This design comes from an exercise in tuning for small area and a short achievable clock period on the open sky130 flow, not from production work. Only simulation tests tie the RTL to the original design; equivalence was not proved. Power figures rest on the tool's default switching activity, not on a simulated workload.

== run 1 ==
Design smc_top, start of the top module:
module smc_top (
    input  wire         i_clk,
    input  wire         i_reset,
    input  wire         i_in_valid,
    input  wire  [1:0]  i_mode,
    input  wire  [17:0] i_w,
    input  wire  [17:0] i_vgs,
    input  wire  [17:0] i_vds,
    output logic        o_out_valid,
    output logic [7:0]  o_out_n
);
export LEC_CHECK = 0
export ABC_AREA = 1
export CAP_MARGIN = 20
export CORE_MARGIN = 2
export CORE_UTILIZATION = 30
export CTS_BUF_LIST = sky130_fd_sc_hd__clkbuf_8 sky130_fd_sc_hd__clkbuf_16
export SLEW_MARGIN = 60
export SYNTH_MEMORY_MAX_BITS = 100000
create_clock -name core_clock -period 25.0 [get_ports {i_clk}]
standard.sh (not shown) runs the stock make flow with config.mk's settings and CLKGATE_MAP_FILE= SYNTH_SCRIPT=/design/flow/synth_recipe.tcl, a recipe that flattens the netlist after the stock synthesis.
==> flow/flow/run.sh <==
#!/bin/bash
# Standard layout, with the port buffers made from the smallest buffer cell.
export BUFFER_PORTS_ARGS="-buffer_cell sky130_fd_sc_hd__buf_1"
bash standard.sh > standard.log 2>&1
Run 1 has completed all stages; timing, DRC and antenna checks passed.
--- input diff run 1..run 2 ---
- SLEW_MARGIN changed from 60 to 20
- CORE_UTILIZATION changed from 30 to 40
==> run notes <==
The final layout from run 2, which completed every stage, passed the timing, DRC and antenna checks at the end of the flow. Diff run 1 -> run 2: clock power has increased, routed wire length has remained practically unchanged. Comparing fmax for run 2 and run 1, the bigger number came from run 1. As far as synthesis-stage register bit count goes, run 2 and run 1 are indistinguishable; the numbers are identical. Run 2 against run 1: global-route wire length before repair went up; post-layout minimum cycle time went up.
Here is what was changed in the inputs of run 3 compared with run 2.
- swapping 40 for 30 in CORE_UTILIZATION
- swapping 20 for 40 in SLEW_MARGIN
### Flow results
Run 3 vs run 2, fraction of area in multi-input gates went down by 0.61 points.
Compare run 3 and run 2 | critical path depth higher: run 2
Re overall power: run 3 is 1.1% down on run 2.
On static leakage power, run 3 and run 2 are basically level.
Lower aggregate global-route resource usage among run 3 and run 2: run 3
Diff run 2 -> run 3: final core utilization has decreased, combinational power share saw an increase, worst hold slack did not really move, wire length now smaller, post-placement cell area now sits higher.
Here is what was changed in the inputs of run 4 compared with run 3.
- removing ABC_AREA (formerly 1)
- changing CORE_UTILIZATION from 30 to 40
- changing SLEW_MARGIN from 40 to 60
Notes after the runs:
Compared with run 3, run 4 shows worst setup slack after layout lower by 0.52 ns.
Initial core utilization came out higher on run 4 than on run 3.
Between run 4 and run 3, met1 routed wirelength after detailed routing is lower for run 3, run 4 comes in above that.
Relative to run 3, the layout filler cell count measured on run 4 has decreased by more than a quarter.
Clock distribution area overhead in the final layout: run 4 vs run 3 — no meaningful difference
Of run 4 and run 3, the run reporting the higher layout-stage area growth over the synthesis result was run 4.
From run 4 to run 3, clock tree buffer count of the final layout did not move at all.
Higher tap cell count was reported by run 3, not run 4.
Via count of the first global-routing pass: run 4 < run 3
| power in sequential cells | run 4 vs run 3 | about 4% higher |
The inputs of run 5 differ from those of run 4 as listed below.
- a change of CORE_UTILIZATION from 40 to 55
- a change of SLEW_MARGIN from 60 to 40
- an added ABC_AREA of 1
[summary]
Die area | run 5 < run 4
Compare run 4 and run 5 | combined area of all synthesized cells lower: run 5
Internal cell power: run 4 and run 5 compared, lower one is run 5
[compare] base=run 4 new=run 5: fraction of layout instances using a drive strength above 1 now sits lower; post-route cell area now sits lower; share of total power in the clock network now sits at about the same level.
Setup slack in run 5 is larger than in run 4.
diff inputs: run 5 => run 6
- swapping 55 for 30 in CORE_UTILIZATION
==> flow/flow/run.sh <==
#!/bin/bash
# Standard layout, with the port buffers made from the smallest buffer cell
# and repair_design's early gate sizing keeping each driver's load within
# a fixed multiple of its input capacitance.
export BUFFER_PORTS_ARGS="-buffer_cell sky130_fd_sc_hd__buf_1"
export EARLY_SIZING_CAP_RATIO=4
bash standard.sh > standard.log 2>&1
Run 6 completed every stage of the flow, and the final layout passed the timing, DRC and antenna checks.
Looking at cell depth of the worst flop-to-flop path, run 6 sits 8.3% lower than run 5 does.
Going from run 5 to run 6, total length of routed met2 wires grew by a little under 10%.
Looking at start-to-end type of the worst setup path, the flip-flop to flip-flop result is from run 5; the input pin to flip-flop one comes from run 6.
In run 6 the register-to-register slack turned out 0.10 ns higher than in run 5.
Compared with run 5, run 6 shows wire length that has gone up slightly.
Delta (run 6 minus run 5): total global routing track utilization went down, area of the die went up.

## separate check: timing with driven ports
The flow's constraints put no driver on any port. The routed layouts listed below were extracted and timed again, unchanged, in two steps. Step 1 sets driving cells, clkbuf_16 on the clock port and buf_2 on the other inputs (assumed; they add their load-dependent delay and slew). Step 2 times the ports against the registers' clock, not the clock port: input delays grow and output delays shrink by t, the midpoint of the rising clock arrivals with the driver on. Slacks: no drivers / after step 1 / after step 2; pairs: no drivers / after step 1.
run	t (ns)	setup slack, ns	worst setup path after step 2
run 1	0.421	19.128 / 19.087 / 18.729	input to register
run 2	0.419	18.775 / 18.775 / 18.653	input to register
run 3	0.420	18.984 / 18.995 / 18.593	input to register
run 4	0.413	18.460 / 18.460 / 18.460	register to register
run 5	0.413	18.900 / 18.900 / 18.532	input to register
run 6	0.420	18.984 / 18.995 / 18.593	input to register
After both steps setup and hold are still met in every run listed. The setup slack of run 1, which loses most, moves by -0.041 ns with the drivers and by -0.399 ns with both steps.
